Background: an optimization exercise with open tools, aiming at small area, a short achievable clock period and few clock cycles per item. Do not read the settings as production practice.
Function was checked by simulation only, so behaviour that the tests miss may differ from the original.

== alpha ==
// fs_group_descriptor_checksum_core
module fs_group_descriptor_checksum_core #(
	parameter logic [6:0] MAX_DESC_BYTES = 7'd64
) (
	input  logic                               clk,
	input  logic                               arst_n,
	input  logic                               cfg_valid,
	output logic                               cfg_ready,
	input  logic [fgdc_pkg::REG_INDEX_W-1:0]   cfg_index,
	input  logic [63:0]                        cfg_data,
	input  logic                               in_valid,
	output logic                               in_ready,
	input  logic [31:0]                        group_number,
	input  logic [7:0]                         data_byte,
	input  logic                               first_byte,
	input  logic                               last_byte,
	output logic                               out_valid,
	input  logic                               out_ready,
	output logic [15:0]                        checksum,
	output logic                               checksum_valid
);
Size: ~850 cells after synthesis, roughly 150 flip-flops, ~130 I/O pins, about 0.0090 sq mm of cells after synthesis.
==> flow/config.mk <==
export PLATFORM = sky130hd
export DESIGN_NAME = fs_group_descriptor_checksum_core
export DESIGN_NICKNAME = fs_group_descriptor_checksum_core
export VERILOG_FILES = /design/flow/design.v
export SDC_FILE = /design/flow/constraint.sdc
export NUM_CORES = 4
export LEC_CHECK = 0
export ABC_CLOCK_PERIOD_IN_PS = 2500
export CAP_MARGIN = 20
export CORE_MARGIN = 2
export CORE_UTILIZATION = 60
export SETUP_SLACK_MARGIN = 5
export SLEW_MARGIN = 20
==> flow/constraint.sdc <==
create_clock -name core_clock -period 10.0 [get_ports {clk}]
set_input_delay 2.0000 -clock core_clock [delete_from_list [all_inputs] [get_ports {clk}]]
set_output_delay 2.0000 -clock core_clock [all_outputs]
set_load 0.01 [all_outputs]
run.sh (not shown) runs the stock make flow with config.mk's settings and CLKGATE_MAP_FILE= SYNTH_SCRIPT=/design/flow/synth_recipe.tcl, a recipe that flattens the netlist after the stock synthesis.
Testbench counts of alpha, summed over its fixed seeds: cycles 41,912, items 37,992.
The inputs of beta differ from those of alpha as listed below.
Settings: clearing ABC_CLOCK_PERIOD_IN_PS, which used to be 2500; clearing SETUP_SLACK_MARGIN, which used to be 5.
==> flow/flow/run.sh (new file) <==
#!/bin/bash
# Standard layout, with timing repair aiming for a larger setup slack than the clock needs.
set -euo pipefail
bash standard.sh SETUP_SLACK_MARGIN=7 finish > standard_flow.log 2>&1
==> flow/standard.sh (new file) <==
#!/bin/bash
# synth_recipe.tcl (not shown) runs the flow's synth.tcl, then flattens the netlist and writes it again
# the make line also repeats each setting of config.mk as NAME=value (left out here)
make -C /OpenROAD-flow-scripts/flow DESIGN_CONFIG=/design/flow/config.mk WORK_HOME=/design/flow/orfs CLKGATE_MAP_FILE= SYNTH_SCRIPT=/design/flow/synth_recipe.tcl "${@:-finish}"
removed: flow/run.sh
Findings:
beta ends up with a mean number of vias per cell that is 19% higher than in alpha. beta against alpha; final area is up by more than 10%. Status: clock-pin slew of the registers on the worst-case setup and hold paths parity (beta, alpha). Of alpha and beta, the run reporting the higher number of logic stages on the critical path including buffering was beta. When beta is set beside alpha, its post-layout worst setup margin turns out to be 0.31 ns larger. Measured against each other, alpha and beta differ in number of clock buffers in the layout, the lower figure coming from alpha. Of alpha and beta, beta shows the higher detailed placer's ending HPWL, with alpha below it.

---

fs_group_descriptor_checksum_core again, from the RTL that the note above started with.
clock: 10.0 ns
lec_check: 0
cap_margin: 20
core_margin: 2
core_utilization: 60
setup_slack_margin: 5
slew_margin: 20
Stock flow here: none of the scripts above is used.
Testbench counts at the start, summed over its fixed seeds: cycles 41,912, items 37,992.
Rerun with:
- CORE_UTILIZATION: 60 -> 40
- SETUP_SLACK_MARGIN: 5 -> not set
Effect: Utilization goes down by 25 points. Synthesized cell count stays the same. Hold slack is worse by 0.017 ns. Worst setup slack is worse by 0.12 ns. Wire length goes up slightly. Area after synthesis stays the same.

---

fs_group_descriptor_checksum_core, a different RTL version from the one above (not shown whole).
Size: about 720 cells after synthesis, about 140 flip-flops, about 130 I/O pins, about 0.0079 mm2 of cells after synthesis.
// fs_group_descriptor_checksum_core
module fs_group_descriptor_checksum_core #(
	parameter logic [6:0] MAX_DESC_BYTES = 7'd64
) (
	input  logic                               clk,
	input  logic                               arst_n,
	input  logic                               cfg_valid,
	output logic                               cfg_ready,
	input  logic [fgdc_pkg::REG_INDEX_W-1:0]   cfg_index,
	input  logic [63:0]                        cfg_data,
	input  logic                               in_valid,
	output logic                               in_ready,
	input  logic [31:0]                        group_number,
	input  logic [7:0]                         data_byte,
	input  logic                               first_byte,
	input  logic                               last_byte,
	output logic                               out_valid,
	input  logic                               out_ready,
	output logic [15:0]                        checksum,
	output logic                               checksum_valid
);
clock: 10.0 ns
lec_check: 0
cap_margin: 20
core_margin: 2
core_utilization: 60
cts_buf_list: sky130_fd_sc_hd__clkbuf_8
cts_cluster_size: 20
slew_margin: 20
tns_end_percent: 30
standard.sh (not shown) runs the stock make flow with config.mk's settings and CLKGATE_MAP_FILE= SYNTH_SCRIPT=/design/flow/synth_recipe.tcl, a recipe that flattens the netlist after the stock synthesis.
==> flow/flow/run.sh <==
#!/bin/bash
# Standard layout, with plain buffers on the ports and timing repair aiming for a larger
# setup slack than the clock needs.
set -euo pipefail
bash standard.sh "BUFFER_PORTS_ARGS=-buffer_cell sky130_fd_sc_hd__buf_1" SETUP_SLACK_MARGIN=7 finish > standard_flow.log 2>&1
Testbench counts at the start, summed over its fixed seeds: cycles 43,384, items 37,992.
Edit:
ABC_CLOCK_PERIOD_IN_PS = 3000   (was unset)
TNS_END_PERCENT = unset   (was 30)
Outcome:
- wire length barely changes
- via count increases slightly
- die area does not change
- first-iteration DRC count decreases by about a fifth
- cell area increases slightly
Edit:
ABC_CLOCK_PERIOD_IN_PS = unset   (was 3000)
Sequential share of layout area stays the same.
Design area stays the same.
Global-route usage does not change.
Die area does not change.
Clock skew stays the same.

==> afterwards: timing with drivers on the ports <==
How much do the figures lean on ideal ports? The routed layouts below were timed once more, with nothing changed but the port constraints. Step 1 sets driving cells, clkbuf_16 on the clock port and buf_2 on the other inputs (assumed; they add their load-dependent delay and slew). Step 2 also shifts input and output timing later by t, the mid clock arrival at the registers, as if the neighbouring blocks saw the same clock. a / b / c = ideal ports / drivers / drivers and shift; a / b = the first two.
run	shift t [ns]	setup slack, ns	slew at the worst register clock pin (ns)
alpha	0.467	5.332 / 5.332 / 5.271	0.06 / 0.06
beta	0.486	5.646 / 5.646 / 5.646	0.07 / 0.07
the first run of note 2	0.467	5.332 / 5.332 / 5.271	0.06 / 0.06
the second run of note 2	0.472	5.209 / 5.209 / 5.209	0.07 / 0.07
the first run of note 3	0.489	6.904 / 6.868 / 6.469	0.08 / 0.08
the second run of note 3	0.481	7.019 / 6.986 / 6.574	0.09 / 0.09
the third run of note 3	0.481	7.019 / 6.986 / 6.574	0.09 / 0.09
After both steps every run listed still meets setup and hold.
